This is an optimization exercise on Yosys and OpenROAD, whose aim is small area, a short achievable clock period and few clock cycles per item, not a production implementation. Function was checked by simulation only, so behaviour that the tests miss may differ from the original.

// subbytes_pipe
module subbytes_pipe #(
    parameter int NUM_BYTES = 16,
    parameter int LANE_W    = 8
) (
    input  logic                   clk_i,
    input  logic                   rst_ni,
    input  logic                   in_valid_i,
    output logic                   in_ready_o,
    input  logic [8*NUM_BYTES-1:0] in_data_i,
    input  logic                   inv_i,
    output logic                   out_valid_o,
    input  logic                   out_ready_i,
    output logic [8*NUM_BYTES-1:0] out_data_o,
    output logic                   busy_o
);
    if (LANE_W != 8) begin : g_bad_lane_w
        $error("subbytes_pipe: LANE_W must be 8");
    end
    if (NUM_BYTES < 1 || NUM_BYTES > 16) begin : g_bad_num_bytes
        $error("subbytes_pipe: NUM_BYTES must be in 1..16");
    end
    localparam int NB = NUM_BYTES;
    logic            adv;         
    logic            acc;         
    logic            inc;         
    logic            o_free;      
    logic            sp_valid;    
    logic [8*NB-1:0] sp_data;
    logic [8*NB-1:0] res;         
    logic [8*NB-1:0] o_new;       
    logic [8*NB-1:0] o_d;         
    logic            sp_valid_d;
    logic            o_valid_d;
    logic            v1;
    logic            inv1;
    logic [8*NB-1:0] b1_d, b1_q;
    logic            v2;
    logic            inv2;
    logic [12*NB-1:0] b2_d, b2_q;
    logic            busy_q;
    logic            rdy_q;       
    assign adv        = !sp_valid;
    assign in_ready_o = rdy_q;
    assign acc        = in_valid_i && rdy_q;
    assign inc        = adv && v2;
    assign o_free     = !out_valid_o || out_ready_i;
    assign busy_o     = busy_q;
  ...
Size in the first run: roughly 3,800 cells after synthesis, ~260 I/O pins, about 41,000 um2 of cells after synthesis.
==> flow/config.mk <==
export PLATFORM = sky130hd
export DESIGN_NAME = subbytes_pipe
export DESIGN_NICKNAME = subbytes_pipe
export VERILOG_FILES = /design/flow/design.v
export SDC_FILE = /design/flow/constraint.sdc
export NUM_CORES = 4
export LEC_CHECK = 0
export CAP_MARGIN = 20
export CORE_MARGIN = 2
export CORE_UTILIZATION = 65
export PLACE_DENSITY = 0.75
export SLEW_MARGIN = 20
export SYNTH_HIERARCHICAL = 1
export SYNTH_MINIMUM_KEEP_SIZE = 0
==> flow/constraint.sdc <==
create_clock -name core_clock -period 13.0 [get_ports {clk_i}]
set_input_delay 2.6000 -clock core_clock [delete_from_list [all_inputs] [get_ports {clk_i}]]
set_output_delay 2.6000 -clock core_clock [all_outputs]
set_load 0.01 [all_outputs]
standard.sh (not shown) runs the stock make flow with config.mk's settings and CLKGATE_MAP_FILE= SYNTH_SCRIPT=/design/flow/synth_recipe.tcl, a recipe that flattens the netlist after the stock synthesis.
==> flow/flow/run.sh <==
#!/bin/bash
export BUFFER_PORTS_ARGS="-buffer_cell sky130_fd_sc_hd__buf_2"
bash standard.sh finish SETUP_SLACK_MARGIN=${MARGIN:-9} RECOVER_POWER=100 > standard.log 2>&1
The first run produced a layout that fails on capacitance limit, slew limit.
Testbench counts at the start, summed over its fixed seeds: cycles 6,012, items 6,000.
Change:
==> flow/flow/run.sh (replaced) <==
#!/bin/bash
export BUFFER_PORTS_ARGS="-buffer_cell sky130_fd_sc_hd__buf_2"
bash standard.sh finish SETUP_SLACK_MARGIN=${MARGIN:-9} > standard.log 2>&1
Effect: Now the flow finished with timing, DRC and antenna clean; die area stays the same; cell count is about the same; routed wire length is about the same; first-iteration DRC count decreases by 5.2%.

subbytes_pipe, a different RTL version from the one above (not shown whole).
For scale: roughly 3600 cells after synthesis, ~520 flip-flops, ~260 I/O pins, ~38000 um^2 of cells after synthesis.
Settings: LEC_CHECK=0, CAP_MARGIN=5, CORE_MARGIN=2, CORE_UTILIZATION=65, CTS_CLUSTER_DIAMETER=100, CTS_CLUSTER_SIZE=24, PLACE_DENSITY=0.75, SLEW_MARGIN=5, SYNTH_HIERARCHICAL=1, SYNTH_MINIMUM_KEEP_SIZE=0; clock period 13.0 ns.
==> flow/flow/run.sh <==
#!/bin/bash
export BUFFER_PORTS_ARGS="-buffer_cell sky130_fd_sc_hd__buf_1"
bash standard.sh finish SETUP_SLACK_MARGIN=${MARGIN:-9} > standard.log 2>&1
Testbench counts at the start, summed over its fixed seeds: cycles 6,012, items 6,000.
Edit:
==> flow/flow/run.sh (replaced) <==
#!/bin/bash
export BUFFER_PORTS_ARGS="-buffer_cell sky130_fd_sc_hd__buf_2"
bash standard.sh finish SETUP_SLACK_MARGIN=${MARGIN:-9} > standard.log 2>&1
--- a/flow/config.mk
+++ b/flow/config.mk
@@ -8 +8 @@
-export CAP_MARGIN = 5
+export CAP_MARGIN = 20
@@ -14 +14 @@
-export SLEW_MARGIN = 5
+export SLEW_MARGIN = 20
=>
- first-iteration DRC count drops by 0.97%
- wire length climbs by 0.45%
- design area climbs by 0.62%
- clock-buffer cell count climbs by 1
- clock skew climbs by 0.013 ns
Edit:
==> flow/flow/run.sh (replaced) <==
#!/bin/bash
export BUFFER_PORTS_ARGS="-buffer_cell sky130_fd_sc_hd__buf_1"
bash standard.sh finish SETUP_SLACK_MARGIN=${MARGIN:-9.2} > standard.log 2>&1
What happened: Cell count goes up by a few percent; maximum frequency goes up slightly; core utilization goes up by 3.0 points; final area goes up by a few percent.
Edit:
==> flow/flow/run.sh (replaced) <==
#!/bin/bash
export BUFFER_PORTS_ARGS="-buffer_cell sky130_fd_sc_hd__buf_2"
bash standard.sh finish SETUP_SLACK_MARGIN=${MARGIN:-9} > standard.log 2>&1
--- a/flow/config.mk
+++ b/flow/config.mk
@@ -12,0 +13 @@
+export GPL_TIMING_DRIVEN = 0
After rerunning: Hold slack got worse by 0.037 ns; clock skew barely changes; final cell count rose by 7.9%; setup slack got worse by 0.034 ns.

## run A
subbytes_pipe again, from the RTL that the note above started with.
Design subbytes_pipe, start of the top module:
module subbytes_pipe #(
    parameter int NUM_BYTES = 16,
    parameter int LANE_W    = 8
) (
    input  logic                   clk_i,
    input  logic                   rst_ni,
    input  logic                   in_valid_i,
    output logic                   in_ready_o,
    input  logic [8*NUM_BYTES-1:0] in_data_i,
    input  logic                   inv_i,
    output logic                   out_valid_o,
    input  logic                   out_ready_i,
    output logic [8*NUM_BYTES-1:0] out_data_o,
    output logic                   busy_o
);
==> flow/config.mk <==
export PLATFORM = sky130hd
export DESIGN_NAME = subbytes_pipe
export DESIGN_NICKNAME = subbytes_pipe
export VERILOG_FILES = /design/flow/design.v
export SDC_FILE = /design/flow/constraint.sdc
export NUM_CORES = 4
export LEC_CHECK = 0
export CAP_MARGIN = 20
export CORE_MARGIN = 2
export CORE_UTILIZATION = 75
export CTS_CLUSTER_DIAMETER = 100
export CTS_CLUSTER_SIZE = 24
export PLACE_DENSITY = 0.85
export SLEW_MARGIN = 20
export SYNTH_HIERARCHICAL = 1
export SYNTH_MINIMUM_KEEP_SIZE = 0
==> flow/constraint.sdc <==
create_clock -name core_clock -period 13.0 [get_ports {clk_i}]
set_input_delay 2.6000 -clock core_clock [delete_from_list [all_inputs] [get_ports {clk_i}]]
set_output_delay 2.6000 -clock core_clock [all_outputs]
set_load 0.01 [all_outputs]
==> flow/flow/run.sh <==
#!/bin/bash
export BUFFER_PORTS_ARGS="-buffer_cell sky130_fd_sc_hd__buf_2"
bash standard.sh finish SETUP_SLACK_MARGIN=${MARGIN:-9} > standard.log 2>&1
Run A completed; timing, DRC and antenna clean
Testbench counts of run A, summed over its fixed seeds: cycles 6,012, items 6,000.
> inputs changed (run A -> run B)
# run A
export LEC_CHECK = 0
export CAP_MARGIN = 20
export CORE_MARGIN = 2
export CORE_UTILIZATION = 75
export CTS_CLUSTER_DIAMETER = 100
export CTS_CLUSTER_SIZE = 24
export PLACE_DENSITY = 0.85
export SLEW_MARGIN = 20
export SYNTH_HIERARCHICAL = 1
export SYNTH_MINIMUM_KEEP_SIZE = 0
create_clock -name core_clock -period 13.0 [get_ports {clk_i}]
# run B
export LEC_CHECK = 0
export CAP_MARGIN = 20
export CORE_MARGIN = 2
export CORE_UTILIZATION = 65
export CTS_CLUSTER_DIAMETER = 100
export CTS_CLUSTER_SIZE = 24
export PLACE_DENSITY = 0.75
export SLEW_MARGIN = 20
export SYNTH_HIERARCHICAL = 1
export SYNTH_MINIMUM_KEEP_SIZE = 0
create_clock -name core_clock -period 13.0 [get_ports {clk_i}]
==> flow/flow/run.sh <==
#!/bin/bash
export BUFFER_PORTS_ARGS="-buffer_cell sky130_fd_sc_hd__buf_1"
bash standard.sh finish SETUP_SLACK_MARGIN=${MARGIN:-9} > standard.log 2>&1
Results
As of run B, met3 routed wirelength had risen by more than 10% compared to run A. Compare run A and run B | post-CTS resize count lower: run B. Going from run A to run B, finished layout cell area shrinks by 120 um^2. In the metrics for run A and run B, the one carrying the higher count of clock-net buffers in the final layout is run A. The lower cell count along the critical path of run A and run B is in run B. Compared with run A, run B shows a lower post-route fraction of the period consumed by the critical path. Status: worst slack on hold paths parity (run A, run B). Per the comparison of run B with run A, detailed-route vias per instance down about 3.7%; non-clock buffer count saw an increase.
Edits applied to the flow inputs when going from run B to run C:
==> flow/flow/run.sh <==
#!/bin/bash
export BUFFER_PORTS_ARGS="-buffer_cell sky130_fd_sc_hd__buf_2"
bash standard.sh finish SETUP_SLACK_MARGIN=${MARGIN:-8.7} > standard.log 2>&1
==> comparison <==
Lower layout clock buffer count goes to run B over run C.
Going from run B to run C, cell area dropped about 0.8%, area fraction of clock buffers and clock inverters barely changed.

re-timing with driven ports:
The results above use ideal ports. As a check the final layouts listed here were re-extracted and re-timed, cells and wires unchanged. Step 1 (the two cells are an assumption about what drives the block):
set clk [get_ports {clk_i}]
set_driving_cell -lib_cell sky130_fd_sc_hd__clkbuf_16 $clk
set_driving_cell -lib_cell sky130_fd_sc_hd__buf_2 [delete_from_list [all_inputs] $clk]
Step 2 also shifts input and output timing later by t, the mid clock arrival at the registers, as if the neighbouring blocks saw the same clock. a / b / c = ideal / step 1 / step 2; a / b = the first two.
run	t, ns	slack for setup (ns)	worst data-port slew with drivers (ns)
the first run of note 1	0.653	5.458 / 5.448 / 4.795	0.11
the second run of note 1	0.653	9.147 / 9.094 / 8.523	0.10
the first run of note 2	0.641	9.127 / 9.066 / 8.568	0.16
the second run of note 2	0.654	9.121 / 9.062 / 8.496	0.19
the third run of note 2	0.647	9.170 / 9.109 / 8.694	0.13
the fourth run of note 2	0.650	9.136 / 9.073 / 8.638	0.17
run A	0.631	9.070 / 9.092 / 8.461	0.18
run B	0.640	9.125 / 9.065 / 8.579	0.16
run C	0.653	8.863 / 8.883 / 8.230	0.20
For the first run of note 1, which loses most, drivers alone change the setup slack by -0.010 ns; drivers and shift together by -0.663 ns.
